Source: an optimization exercise on an open RTL-to-GDS flow (aim: small area). Production flows keep margins and buffers that such runs may drop. At most, simulation tests tie the RTL to the original design; equivalence was not proved. Power and IR drop assume default switching activity.

==> inputs of job 480 <==
// gba_loader_top
module gba_loader_top (
	input  logic         clk_sys,
	input  logic         reset,
	input  logic         ioctl_active,
	input  logic [7:0]   ioctl_index,
	input  logic [26:0]  ioctl_addr,
	input  logic [15:0]  ioctl_data,
	input  logic         ioctl_wr,
	output logic         ioctl_wait,
	output logic         rom_valid,
	output logic [26:0]  rom_addr,
	output logic [15:0]  rom_data,
	input  logic         rom_credit,
	output logic         cheat_valid,
	output logic [127:0] cheat_code,
	input  logic         cheat_credit,
	output logic         cheat_clear,
	output logic         bios_wr,
	output logic [11:0]  bios_addr,
	output logic [31:0]  bios_data,
	input  logic         reg_wr,
	input  logic [1:0]   reg_addr,
	input  logic [31:0]  reg_wdata,
	output logic [31:0]  reg_rdata
);
	logic idx_bios, idx_cheat, cart_now, beat, cart_beat, cheat_beat;
	assign idx_bios   = (ioctl_index == 8'd0);
	assign idx_cheat  = (ioctl_index == 8'd255);
	assign cart_now   = ioctl_active && !idx_bios && !idx_cheat;
	assign beat       = ioctl_active && ioctl_wr;
	assign cart_beat  = beat && !idx_bios && !idx_cheat;
	assign cheat_beat = beat && idx_cheat;
	logic        homebrew;
	logic        cheats_off;
	logic [26:0] rom_base;
	always_ff @(posedge clk_sys) begin
		if (reset) begin
			homebrew   <= 1'b0;
			cheats_off <= 1'b0;
			rom_base   <= 27'hC0000;
		end else if (reg_wr) begin
			if (reg_addr == 2'd0) begin
				homebrew   <= reg_wdata[0];
				cheats_off <= reg_wdata[1];
			end
			if (reg_addr == 2'd1) rom_base <= reg_wdata[26:0];
		end
	end
	logic        full0, full1;       
	logic        rv;                 
	logic        move;               
	logic [1:0]  rom_out;            
	logic [26:0] a0, a1;
	logic [15:0] d0, d1;
	logic [26:0] sum;
	assign sum    = {ioctl_addr[26:1] + rom_base[26:1], rom_base[0]};
	assign move   = full1 && (!full0 || rv);
  ...
Settings: LEC_CHECK=0, CAP_MARGIN=20, CORE_MARGIN=2, CORE_UTILIZATION=60, CTS_BUF_LIST=sky130_fd_sc_hd__clkbuf_16, CTS_CLUSTER_DIAMETER=60, CTS_CLUSTER_SIZE=24, SLEW_MARGIN=20; clock period 5.5 ns.
standard.sh (not shown) runs the stock make flow with config.mk's settings and CLKGATE_MAP_FILE= SYNTH_SCRIPT=/design/flow/synth_recipe.tcl, a recipe that flattens the netlist after the stock synthesis.
==> flow/flow/run.sh <==
#!/bin/bash
# The standard layout with three changes:
#  - synthesis maps logic with an area-recovering ABC script (flow/abc_area.script,
#    used through ABC_AREA=1 from a copy of ORFS's scripts folder); the rest of
#    the synthesis script is unchanged, so the registers are the same;
#  - each port is buffered by the smallest buffer (buf_1) instead of the one
#    buffer_ports picks by default;
#  - buffers left in the netlist by synthesis are removed before placement.
# Each step's full output is in its own log here and under orfs/logs.
set -euo pipefail
cd "$(dirname "$0")/.."
W=$PWD
rm -rf "$W/scripts_area"
cp -r "$FLOW_HOME/scripts" "$W/scripts_area"
cp "$W/flow/abc_area.script" "$W/scripts_area/abc_area.script"
SCRIPTS_DIR="$W/scripts_area" ABC_AREA=1 bash standard.sh synth > synth.log 2>&1
export BUFFER_PORTS_ARGS="-buffer_cell sky130_fd_sc_hd__buf_1"
export REMOVE_ABC_BUFFERS=1
bash standard.sh > standard.log 2>&1
==> flow/flow/abc_area.script <==
&get -n
&st
&dch -f
&nf -R 1000
&st
&dch -f
&nf -R 1000
&put
==> job 2888 (differences from job 480) <==
--- a/flow/design.v
+++ b/flow/design.v
@@ -320,12 +320,14 @@
 	logic        rv;                 
 	logic        move;               
 	logic [1:0]  rom_out;            
 	logic [26:0] a0, a1;
 	logic [15:0] d0, d1;
+	logic [26:0] base_g;
 	logic [26:0] sum;
-	assign sum    = {ioctl_addr[26:1] + rom_base[26:1], rom_base[0]};
+	assign base_g = {rom_base[26:14], rom_base[13:1] & {13{!idx_bios}}, rom_base[0]};
+	assign sum    = {ioctl_addr[26:1] + base_g[26:1], base_g[0]};
 	assign move   = full1 && (!full0 || rv);
 	always_ff @(posedge clk_sys) begin
 		if (reset) begin
 			full0   <= 1'b0;
 			full1   <= 1'b0;
@@ -341,11 +343,11 @@
 	always_ff @(posedge clk_sys) begin
 		if (move) begin
 			a0 <= a1;
 			d0 <= d1;
 		end
-		if (beat) a1 <= idx_bios ? {ioctl_data[15:3], ioctl_addr[13:2], ioctl_data[2:1]} : sum;
+		if (beat) a1 <= idx_bios ? {ioctl_data[15:3], sum[13:2], ioctl_data[2:1]} : sum;
 		if (beat && !(idx_bios && ioctl_addr[1])) d1 <= ioctl_data;
 	end
 	assign rom_valid = rv;
 	assign rom_addr  = a0;
 	assign rom_data  = d0;
==> flow/flow/run.sh (replaced) <==
#!/bin/bash
# The standard layout with these changes:
#  - synthesis maps logic with an area-recovering ABC script (flow/abc_area.script,
#    used through ABC_AREA=1 from a copy of ORFS's scripts folder); the rest of
#    the synthesis script is unchanged, so the registers are the same;
#  - each port is buffered by the smallest buffer (buf_1) instead of the one
#    buffer_ports picks by default;
#  - buffers left in the netlist by synthesis are removed before placement;
#  - the clock tree is built without dummy loads.
# Each step's full output is in its own log here and under orfs/logs.
set -euo pipefail
cd "$(dirname "$0")/.."
W=$PWD
rm -rf "$W/scripts_area"
cp -r "$FLOW_HOME/scripts" "$W/scripts_area"
cp "$W/flow/abc_area.script" "$W/scripts_area/abc_area.script"
SCRIPTS_DIR="$W/scripts_area" ABC_AREA=1 bash standard.sh synth > synth.log 2>&1
export BUFFER_PORTS_ARGS="-buffer_cell sky130_fd_sc_hd__buf_1"
export REMOVE_ABC_BUFFERS=1
# Clock tree: the standard arguments and config.mk's CTS settings, without dummy loads
export CTS_ARGS="-sink_clustering_enable -repair_clock_nets -sink_clustering_size 24 -sink_clustering_max_diameter 60 -buf_list sky130_fd_sc_hd__clkbuf_16 -dont_use_dummy_load"
bash standard.sh > standard.log 2>&1
--- a/flow/config.mk
+++ b/flow/config.mk
@@ -6,9 +6,6 @@
 export NUM_CORES = 4
 export LEC_CHECK = 0
 export CAP_MARGIN = 20
 export CORE_MARGIN = 2
 export CORE_UTILIZATION = 60
-export CTS_BUF_LIST = sky130_fd_sc_hd__clkbuf_16
-export CTS_CLUSTER_DIAMETER = 60
-export CTS_CLUSTER_SIZE = 24
 export SLEW_MARGIN = 20
==> job 5089 (differences from job 480) <==
--- a/flow/design.v
+++ b/flow/design.v
@@ -320,12 +320,14 @@
 	logic        rv;                 
 	logic        move;               
 	logic [1:0]  rom_out;            
 	logic [26:0] a0, a1;
 	logic [15:0] d0, d1;
+	logic [26:0] base_g;
 	logic [26:0] sum;
-	assign sum    = {ioctl_addr[26:1] + rom_base[26:1], rom_base[0]};
+	assign base_g = {rom_base[26:14], rom_base[13:1] & {13{!idx_bios}}, rom_base[0]};
+	assign sum    = {ioctl_addr[26:1] + base_g[26:1], base_g[0]};
 	assign move   = full1 && (!full0 || rv);
 	always_ff @(posedge clk_sys) begin
 		if (reset) begin
 			full0   <= 1'b0;
 			full1   <= 1'b0;
@@ -341,11 +343,11 @@
 	always_ff @(posedge clk_sys) begin
 		if (move) begin
 			a0 <= a1;
 			d0 <= d1;
 		end
-		if (beat) a1 <= idx_bios ? {ioctl_data[15:3], ioctl_addr[13:2], ioctl_data[2:1]} : sum;
+		if (beat) a1 <= idx_bios ? {ioctl_data[15:3], sum[13:2], ioctl_data[2:1]} : sum;
 		if (beat && !(idx_bios && ioctl_addr[1])) d1 <= ioctl_data;
 	end
 	assign rom_valid = rv;
 	assign rom_addr  = a0;
 	assign rom_data  = d0;
==> flow/flow/run.sh (replaced) <==
#!/bin/bash
# The standard layout with these changes:
#  - synthesis maps logic with an area-recovering ABC script (flow/abc_area.script,
#    used through ABC_AREA=1 from a copy of ORFS's scripts folder); the rest of
#    the synthesis script is unchanged, so the registers are the same;
#  - each port is buffered by the smallest buffer (buf_1) instead of the one
#    buffer_ports picks by default;
#  - buffers left in the netlist by synthesis are removed before placement;
#  - the clock tree is built without dummy loads.
# Each step's full output is in its own log here and under orfs/logs.
set -euo pipefail
cd "$(dirname "$0")/.."
W=$PWD
rm -rf "$W/scripts_area"
cp -r "$FLOW_HOME/scripts" "$W/scripts_area"
cp "$W/flow/abc_area.script" "$W/scripts_area/abc_area.script"
SCRIPTS_DIR="$W/scripts_area" ABC_AREA=1 bash standard.sh synth > synth.log 2>&1
export BUFFER_PORTS_ARGS="-buffer_cell sky130_fd_sc_hd__buf_1"
export REMOVE_ABC_BUFFERS=1
# Clock tree: the standard arguments and config.mk's CTS settings, without dummy loads
export CTS_ARGS="-sink_clustering_enable -repair_clock_nets -sink_clustering_size 28 -sink_clustering_max_diameter 100 -buf_list sky130_fd_sc_hd__clkbuf_16 -root_buf sky130_fd_sc_hd__clkbuf_8 -tree_buf sky130_fd_sc_hd__clkbuf_8 -dont_use_dummy_load"
bash standard.sh > standard.log 2>&1
==> flow/config.mk (replaced) <==
export PLATFORM = sky130hd
export DESIGN_NAME = gba_loader_top
export DESIGN_NICKNAME = gba_loader_top
export VERILOG_FILES = /design/flow/design.v
export SDC_FILE = /design/flow/constraint.sdc
export NUM_CORES = 4
export LEC_CHECK = 0
export CAP_MARGIN = 20
export CORE_MARGIN = 2
export CORE_UTILIZATION = 50
export SLEW_MARGIN = 20
==> run summary <==
In sequential power, job 5089 and job 480 hardly differ.
Clock skew, highest first: job 2888, job 480, job 5089.
In synthesized cell count, job 5089 and job 2888 do not differ.
The highest worst setup slack belongs to job 480, the lowest to job 5089.
The highest cell count belongs to job 5089, the lowest to job 2888.
Non-clock buffer count, lowest first: job 2888, job 480, job 5089.
In synthesized area, job 5089 and job 2888 do not differ.
The lowest first-iteration DRC count belongs to job 5089, the highest to job 2888.
The lowest clock power belongs to job 5089, the highest to job 480.
==> figures <==
Status: job 2888 finished clean; job 5089 finished clean; job 480 finished clean
Area enclosed by the die boundary: job 2888 22400 µm²; job 5089 26700 µm²; job 480 22600 µm²
Count of distinct cell types in the synthesized netlist: job 2888 53; job 5089 53; job 480 50
Signal buffers: job 2888 365; job 5089 377; job 480 367
Via count of the first global-routing pass: job 2888 9625; job 5089 9203; job 480 9912
Power in sequential cells: job 2888 2.58 mW; job 5089 2.58 mW; job 480 2.59 mW
Chip Width: job 2888 150 µm; job 5089 164 µm; job 480 150 µm
GRT Total Usage: job 2888 35.6%; job 5089 28.9%; job 480 35.8%
Met2 WL post-DR: job 2888 19.4 mm; job 5089 18.9 mm; job 480 19.9 mm
Non-filler instance count after layout: job 2888 1669; job 5089 1731; job 480 1721
Cell area after layout: job 2888 14900 µm²; job 5089 14900 µm²; job 480 15300 µm²
Max rail drop VDD: job 2888 248 µV; job 5089 254 µV; job 480 280 µV
Wire length of the first global-routing pass: job 2888 58.9 mm; job 5089 57.4 mm; job 480 59.7 mm
# rows: job 2888 53; job 5089 58; job 480 53
Total standard cell area after synthesis: job 2888 12700 µm²; job 5089 12700 µm²; job 480 12800 µm²
Starting DRT DRC Count: job 2888 1310; job 5089 986; job 480 1118
Met2 global-route usage: job 2888 58.1%; job 5089 47.3%; job 480 58.7%
Post-synthesis average cell area: job 2888 12.4 µm²; job 5089 12.4 µm²; job 480 12.1 µm²
Critical Path Sink: job 2888 a1[24]$_DFFE_PP_; job 5089 a1[24]$_DFFE_PP_; job 480 a1[25]$_DFFE_PP_
For job 480, only the layout was checked, not whether the RTL still works.

## port drivers added, routing unchanged
In the flow no input, the clock included, has a driving cell. The finished layouts below were timed again as built, in two steps.
Step 1 sets driving cells, clkbuf_16 on the clock port and buf_2 on the other inputs (assumed; they add their load-dependent delay and slew).
Step 2 times the ports against the registers' clock, not the clock port: input delays grow and output delays shrink by t, the midpoint of the rising clock arrivals with the driver on.
a / b / c = ideal / step 1 / step 2; a / b = the first two.
run | t, ns | setup slack, ns | worst slew at a driven data input, ns
job 480 | 0.569 | 0.771 / 0.793 / 0.224 | 0.09
job 2888 | 0.540 | 0.385 / 0.414 / -0.127 | 0.06
job 5089 | 0.583 | 0.352 / 0.380 / -0.202 | 0.08
With both steps, setup timing fails in job 2888 and job 5089, where it was met with ideal ports. For job 5089, which loses most, drivers alone change the setup slack by +0.028 ns; drivers and shift together by -0.554 ns.
